Background: an optimization exercise with open tools, aiming at small area, a short achievable clock period and few clock cycles per item. Do not read the settings as production practice.
The RTL was checked by simulation tests, not by an equivalence proof against the original design.
Power figures rest on the tool's default switching activity, not on a simulated workload.

`flow/config.mk`:
```
export PLATFORM = sky130hd
export DESIGN_NAME = lru_cache_table
export DESIGN_NICKNAME = lru_cache_table
export VERILOG_FILES = /design/flow/design.v
export SDC_FILE = /design/flow/constraint.sdc
export NUM_CORES = 4
export LEC_CHECK = 0
export CAP_MARGIN = 20
export CORE_MARGIN = 2
export CORE_UTILIZATION = 40
export SLEW_MARGIN = 20
```
`flow/constraint.sdc`:
```
create_clock -name core_clock -period 5.0 [get_ports {clk}]
set_input_delay 1.0000 -clock core_clock [delete_from_list [all_inputs] [get_ports {clk}]]
set_output_delay 1.0000 -clock core_clock [all_outputs]
set_load 0.01 [all_outputs]
```
`flow/design.v`:
```
package lct_pkg;
  localparam int DEPTH_DEFAULT = 16;
  localparam int CMD_W         = 2;
  localparam int KEY_W         = 16;
  localparam int VALUE_W       = 32;
  localparam logic [VALUE_W-1:0] MISS_WORD = 32'hBF80_0000;
  typedef enum logic [CMD_W-1:0] {
    CMD_LOOKUP = 2'd0,
    CMD_INSERT = 2'd1,
    CMD_CLEAR  = 2'd2
  } cmd_t;
  typedef struct packed {
    logic [KEY_W-1:0]   key;
    logic [VALUE_W-1:0] value;
  } entry_t;
  function automatic int addr_w(input int depth);
    addr_w = (depth > 1) ? $clog2(depth) : 1;
  endfunction
endpackage
module lct_ram #(
  parameter int DEPTH = lct_pkg::DEPTH_DEFAULT
) (
  input  logic                              clk,
  input  logic                              rd_en,
  input  logic [lct_pkg::addr_w(DEPTH)-1:0] rd_addr,
  output lct_pkg::entry_t                   rd_data,
  input  logic                              wr_en,
  input  logic [lct_pkg::addr_w(DEPTH)-1:0] wr_addr,
  input  lct_pkg::entry_t                   wr_data
);
  logic [lct_pkg::KEY_W+lct_pkg::VALUE_W-1:0] mem [0:DEPTH-1];
  always_ff @(posedge clk) begin
    if (wr_en) begin
      mem[wr_addr] <= wr_data;
    end
  end
  always_ff @(posedge clk) begin
    if (rd_en) begin
      rd_data <= mem[rd_addr];
    end
  end
endmodule
module lru_cache_table #(
  parameter int DEPTH = lct_pkg::DEPTH_DEFAULT
) (
  input  logic                        clk,
  input  logic                        rst,
  input  logic                        in_valid,
  output logic                        in_ready,
  input  logic [lct_pkg::CMD_W-1:0]   command,
  input  logic [lct_pkg::KEY_W-1:0]   key,
  input  logic [lct_pkg::VALUE_W-1:0] value,
  output logic                        out_valid,
  input  logic                        out_ready,
  output logic                        hit,
  output logic [lct_pkg::VALUE_W-1:0] read_data
);
  localparam int IW = lct_pkg::addr_w(DEPTH);
  localparam int CW = $clog2(DEPTH + 1);
  localparam logic [CW-1:0] FULL = CW'(DEPTH);
  typedef enum logic [2:0] {
    S_IDLE,
    S_SCAN,
    S_SHIFT_UP,
    S_SHIFT_DN,
    S_HEAD,
    S_RESP
  } state_t;
  state_t               state;
  logic                 op_lookup;
  logic [lct_pkg::KEY_W-1:0]     key_q;
  logic [lct_pkg::VALUE_W-1:0]   val_q;
  logic [CW-1:0]        count;
  logic [IW-1:0]        issue_addr;
  logic                 issuing;
  logic                 rd_ok;
  logic [IW-1:0]        rd_pos;
  logic [lct_pkg::VALUE_W-1:0]   found_data;
  logic                 hit_res;
  logic [lct_pkg::VALUE_W-1:0]   data_res;
  logic                 ram_rd_en;
  logic                 ram_wr_en;
  logic [IW-1:0]        ram_wr_addr;
  lct_pkg::entry_t               ram_wr_data;
  lct_pkg::entry_t               rd_entry;
  logic                 rd_match;
  logic                 rd_last;
  logic                 issue_last;
  logic [CW-1:0]        fill_top;
  lct_ram #(
    .DEPTH(DEPTH)
  ) u_ram (
    .clk    (clk),
    .rd_en  (ram_rd_en),
    .rd_addr(issue_addr),
    .rd_data(rd_entry),
    .wr_en  (ram_wr_en),
    .wr_addr(ram_wr_addr),
    .wr_data(ram_wr_data)
  );
  assign in_ready   = (state == S_IDLE);
  assign rd_match   = (rd_entry.key == key_q);
  assign rd_last    = ((CW'(rd_pos) + CW'(1)) == count);
  assign issue_last = ((CW'(issue_addr) + CW'(1)) == count);
  assign fill_top   = (count == FULL) ? (FULL - CW'(1)) : count;
  always_comb begin
    ram_rd_en   = 1'b0;
    ram_wr_en   = 1'b0;
    ram_wr_addr = '0;
    ram_wr_data = rd_entry;
    unique case (state)
      S_SCAN: begin
        ram_rd_en = issuing && !(rd_ok && rd_match);
      end
      S_SHIFT_UP: begin
        ram_rd_en   = issuing;
        ram_wr_en   = rd_ok;
        ram_wr_addr = rd_pos + IW'(1);
      end
      S_SHIFT_DN: begin
        ram_rd_en   = issuing;
        ram_wr_en   = rd_ok;
        ram_wr_addr = rd_pos - IW'(1);
      end
      S_HEAD: begin
        ram_wr_en         = 1'b1;
        ram_wr_addr       = '0;
        ram_wr_data.key   = key_q;
        ram_wr_data.value = op_lookup ? found_data : val_q;
      end
      default: begin
      end
    endcase
  end
  always_ff @(posedge clk) begin
    if (rst) begin
      state     <= S_IDLE;
      count     <= '0;
      issuing   <= 1'b0;
      rd_ok     <= 1'b0;
      out_valid <= 1'b0;
    end else begin
      rd_ok  <= ram_rd_en;
      rd_pos <= issue_addr;
      if (out_valid && out_ready) begin
        out_valid <= 1'b0;
      end
      unique case (state)
        S_IDLE: begin
          if (in_valid) begin
            key_q     <= key;
            val_q     <= value;
            op_lookup <= (command == lct_pkg::CMD_LOOKUP);
            unique case (command)
              lct_pkg::CMD_LOOKUP, lct_pkg::CMD_CLEAR: begin
                if (count == '0) begin
                  hit_res  <= 1'b0;
                  data_res <= (command == lct_pkg::CMD_LOOKUP) ? lct_pkg::MISS_WORD : '0;
                  state    <= S_RESP;
                end else begin
                  issue_addr <= '0;
                  issuing    <= 1'b1;
                  state      <= S_SCAN;
                end
              end
              lct_pkg::CMD_INSERT: begin
                if (fill_top == '0) begin
                  state <= S_HEAD;
                end else begin
                  issue_addr <= IW'(fill_top - CW'(1));
                  issuing    <= 1'b1;
                  state      <= S_SHIFT_UP;
                end
              end
              default: begin
                hit_res  <= 1'b0;
                data_res <= '0;
                state    <= S_RESP;
              end
            endcase
          end
        end
        S_SCAN: begin
          if (issuing) begin
            if (issue_last) begin
              issuing <= 1'b0;
            end else begin
              issue_addr <= issue_addr + IW'(1);
            end
          end
          if (rd_ok) begin
            if (rd_match) begin
              issuing <= 1'b0;
              if (op_lookup) begin
                found_data <= rd_entry.value;
                if (rd_pos == '0) begin
                  state <= S_HEAD;
                end else begin
                  issue_addr <= rd_pos - IW'(1);
                  issuing    <= 1'b1;
                  state      <= S_SHIFT_UP;
                end
              end else if (rd_last) begin
                count    <= count - CW'(1);
                hit_res  <= 1'b0;
                data_res <= '0;
                state    <= S_RESP;
              end else begin
                issue_addr <= rd_pos + IW'(1);
                issuing    <= 1'b1;
                state      <= S_SHIFT_DN;
              end
            end else if (rd_last) begin
              hit_res  <= 1'b0;
              data_res <= op_lookup ? lct_pkg::MISS_WORD : '0;
              state    <= S_RESP;
            end
          end
        end
        S_SHIFT_UP: begin
          if (issuing) begin
            if (issue_addr == '0) begin
              issuing <= 1'b0;
            end else begin
              issue_addr <= issue_addr - IW'(1);
            end
          end
          if (rd_ok && (rd_pos == '0)) begin
            state <= S_HEAD;
          end
        end
        S_SHIFT_DN: begin
          if (issuing) begin
            if (issue_last) begin
              issuing <= 1'b0;
            end else begin
              issue_addr <= issue_addr + IW'(1);
            end
          end
          if (rd_ok && rd_last) begin
            count    <= count - CW'(1);
            hit_res  <= 1'b0;
            data_res <= '0;
            state    <= S_RESP;
          end
        end
        S_HEAD: begin
          if (!op_lookup && (count != FULL)) begin
            count <= count + CW'(1);
          end
          hit_res  <= op_lookup;
          data_res <= op_lookup ? found_data : '0;
          state    <= S_RESP;
        end
        S_RESP: begin
          if (!out_valid || out_ready) begin
            out_valid <= 1'b1;
            hit       <= hit_res;
            read_data <= data_res;
            state     <= S_IDLE;
          end
        end
        default: begin
          state <= S_IDLE;
        end
      endcase
    end
  end
endmodule
```
`flow/run.sh`:
```
#!/bin/bash
# synth_recipe.tcl (not shown) runs the flow's synth.tcl, then flattens the netlist and writes it again
# the make line also repeats each setting of config.mk as NAME=value (left out here)
make -C /OpenROAD-flow-scripts/flow DESIGN_CONFIG=/design/flow/config.mk WORK_HOME=/design/flow/orfs CLKGATE_MAP_FILE= SYNTH_SCRIPT=/design/flow/synth_recipe.tcl finish
```
==> notes.md <==
status timing/DRC/antenna clean; Antenna Nets Post-Route 0; n_diodes 0; Die ar. 0.09717 mm^2; Min-Delay Path Class flip-flop to flip-flop; first-pass GRT wire length 122800 um; Pre-antenna DRT Iters 5; initial antenna violation count 0; top post-synthesis cells by count edfxtp_1 (971), mux4_2 (240), nand2_1 (123); critical path class flip-flop to flip-flop; # rows 112; final non-filler cell total 3256; Final Instance Area 0.04389 mm^2; CTS tree built; syn avg cell area 21.61 um^2; Max Slew Vio Count 0; Hold Fails Final Rpt 0; CP max-delay cell nor2b_4; Arrival @ worst endpoint 3.85 ns; CTS resizes 0; Root Driver clkbuf_16; largest net degree at the start of global routing 145; count leader, synth edfxtp_1; synth top area cells edfxtp_1 (77%), mux4_2 (14%), nand2_1 (1.2%); Fill cells 7795; Clock Latency Late Sink 0.67 ns; area fraction of the dominant cell type after synthesis 76.98%; period utilization 71.71%; Crit. End Element flip-flop; Avg WL per Cell 25.65 um; startpoint types flip-flop; Internal Power 16.16 mW; M1 WL 35840 um; Final #Nets 1983; Net Switching 5.869 mW; LEAKAGE 13.92 nW; CP peak stage delay 0.77 ns; Mapped Nets 1817; die width 311.7 um; Sw Ratio 26.64%; fraction of layout cells with a size suffix above 1 23.88%; Post-route DRC 0; synth unique cells 63; Setup TNS Final 0 ns; clk_skew 0.04318 ns; sequential share of power 47.3%; area leader, netlist edfxtp_1; Cell Area, Synth 0.03788 mm^2; clk sinks 982; H-tree Lvls 3; Util after Layout 46.89%; initial DRC count 1738; dpl cells 3070; core area 0.09361 mm^2; EDFF count, synth 971; CTS Buf Count 99; RSZ-0062 raised after global routing no; global route overflow 0; number of synthesized register bits 982; area delta synth->final 15.89%; Post-DP HPWL 42090 um; pwr/cell area 501.9 mW/mm^2; All-Layer GR Usage 17.15%; Worst-path clk slew 0.07 ns; Post-synth ARST share 0%; Synth Warn # 2; r2r setup slk 1.41 ns; Post-CTS Setup Inserts 0; highest clock rate 278.9 MHz; Tmin final 3.585 ns; VDD IR-drop max 0.2986 mV; Top FF cell, synth edfxtp_1; worst slack, placed 1.445 ns; Die Ht 311.7 um; Worst Path Required 5.26 ns; footprint of the multi-input gates 0.008229 mm^2; sequential fraction of the synthesis area 77.56%; worst path cell trace nand2b_1 > nor2_1 > a21oi_1 > nor2b_4 > buf_4; I/O Buffers 88; Cell Area, Placed 0.04076 mm^2; # setup viols final 0; Clock Power Share 32.0%; worst-margin pin slew 1.156 ns; vias per cell 5.436; DR top layer met4; Initial Util 40.46%; max_cap viols 0; Slew HR 22.94%; vias in the first global route 18500; Mapped Cells 1753; Ports 89; final worst slack 1.415 ns; Comb pwr share 20.6%; Post-CTS Hold Buffers 0; GPL Wtd Cong 0.8114; DR WL met2 40350 um; met3 wire len 6047 um; register area 0.02938 mm^2; total number of vias 17700; final WL 83520 um; CTS Buffer Depth 3; worst-path fanout max 26
-- state kept, by name, summed over array words and instances (netlist names), 3 cells and up --
register and flops:
count 5, u_ram.mem 768, state 3, val_q 32, rd_pos 4, u_ram.rd_data 48
key_q 16, read_data 32, issue_addr 4, found_data 32, data_res 32
-- path summary, 6_finish.rpt --
check                                  start           endpoint  cells after the start
worst min-delay path            data_res[19]      read_data[19]                      0
worst max register to register      state[0]  u_ram.rd_data[16]                      5
worst min register to register  data_res[19]      read_data[19]                      0
worst max-delay path                state[0]  u_ram.rd_data[16]                      5
-- metal layers --
metal | GRT usage (%) | vias up
li1 | - | 7549
met1 | 23.90 | 9435
met2 | 27.54 | 604
met3 | 4.006 | 113
met4 | 4.021 | 0
met5 | 0 | -
-- layout by cell type, fill, tap and decap left out, types with 8 or more instances in the layout --
master and count:
a21oi_1 18, and2_1 28, mux4_2 240, o21ai_0 32, nand2_1 123, dfxtp_1 11
inv_1 8, nor2_4 18, clkdlybuf4s50_1 88, nor2_1 28, xnor2_1 31, edfxtp_1 971
clkbuf_16 100, o21ai_1 8, clkinv_1 20, clkinv_2 23, buf_4 52, xor2_1 10
mux2i_1 37, buf_12 14, clkbuf_1 24, ha_1 9
-- power groups by stage --
stage | logic [mW] | clock network [mW] | registers [mW]
after floorplan | 3.27 | 0 | 10.5
after global routing | 4.93 | 7.53 | 10.5
after global placement | 4.47 | 0 | 10.6
after detailed placement | 4.59 | 0 | 10.6
after CTS | 4.61 | 7.21 | 10.4
final | 4.55 | 7.06 | 10.4
-- kinds of logic after synthesis --
kind of cell / count (synthesis) / share of synthesized area (%)
fa+ha+maj: 10 / 0.3502
simple gates: 242 / 2.930
flops: 982 / 77.56
buf+inv: 100 / 1.143
compound gates: 99 / 1.758
xor+xnor: 41 / 0.9481
mux: 279 / 15.31
-- per-stage QoR --
stage | power (mW) | hold slack (ns)
5_1_grt | 22.92 | 0.4109
4_1_cts | 22.25 | 0.4102
3_3_place_gp | 15.06 | 0.4006
3_5_place_dp | 15.18 | 0.4045
6_report | 22.03 | 0.4085
2_1_floorplan | 13.74 | 0.4003
-- layout make-up --
cell class                      instances  share of cell area (%)
Timing Repair Buffer                  155                   3.552
Clock inverter                         56                   1.078
Inverter                               10                 0.08552
Clock buffer                          128                   6.032
Multi-Input combinational cell        671                   18.75
Sequential cell                       982                   66.93
Tap cell                             1254                   3.575
-- critical path: cells and delay by family (launching register included) --
family                 cells  cell delay, ns
AOI/OAI and AO/OA          1            0.19
buffers and inverters      1            0.64
DFF                        1            0.75
and+or+nand+nor            3            1.58
Testbench counts, summed over its fixed seeds: cycles 283,986, requests 16,000.

-- static timing again, ports no longer ideal --
The results above use ideal ports. As a check the final layout listed here was re-extracted and re-timed, cells and wires unchanged.
Step 1, drivers: a clkbuf_16 drives clk and a buf_2 each remaining input, both assumed.
Step 2 also shifts input and output timing later by t, the mid clock arrival at the registers, as if the neighbouring blocks saw the same clock.
a / b / c = ideal ports / drivers / drivers and shift; a / b = the first two.
shift t [ns]: 0.716
setup slack, ns: 1.415 / 1.415 / 1.415
worst setup path at the end: register to register
worst register clock-pin slew, ns: 0.07 / 0.07
pins driven straight from the clock port: 1
After both steps this run still meets setup and hold. The setup slack of this run moves by 0.000 ns with the drivers and by 0.000 ns with both steps.
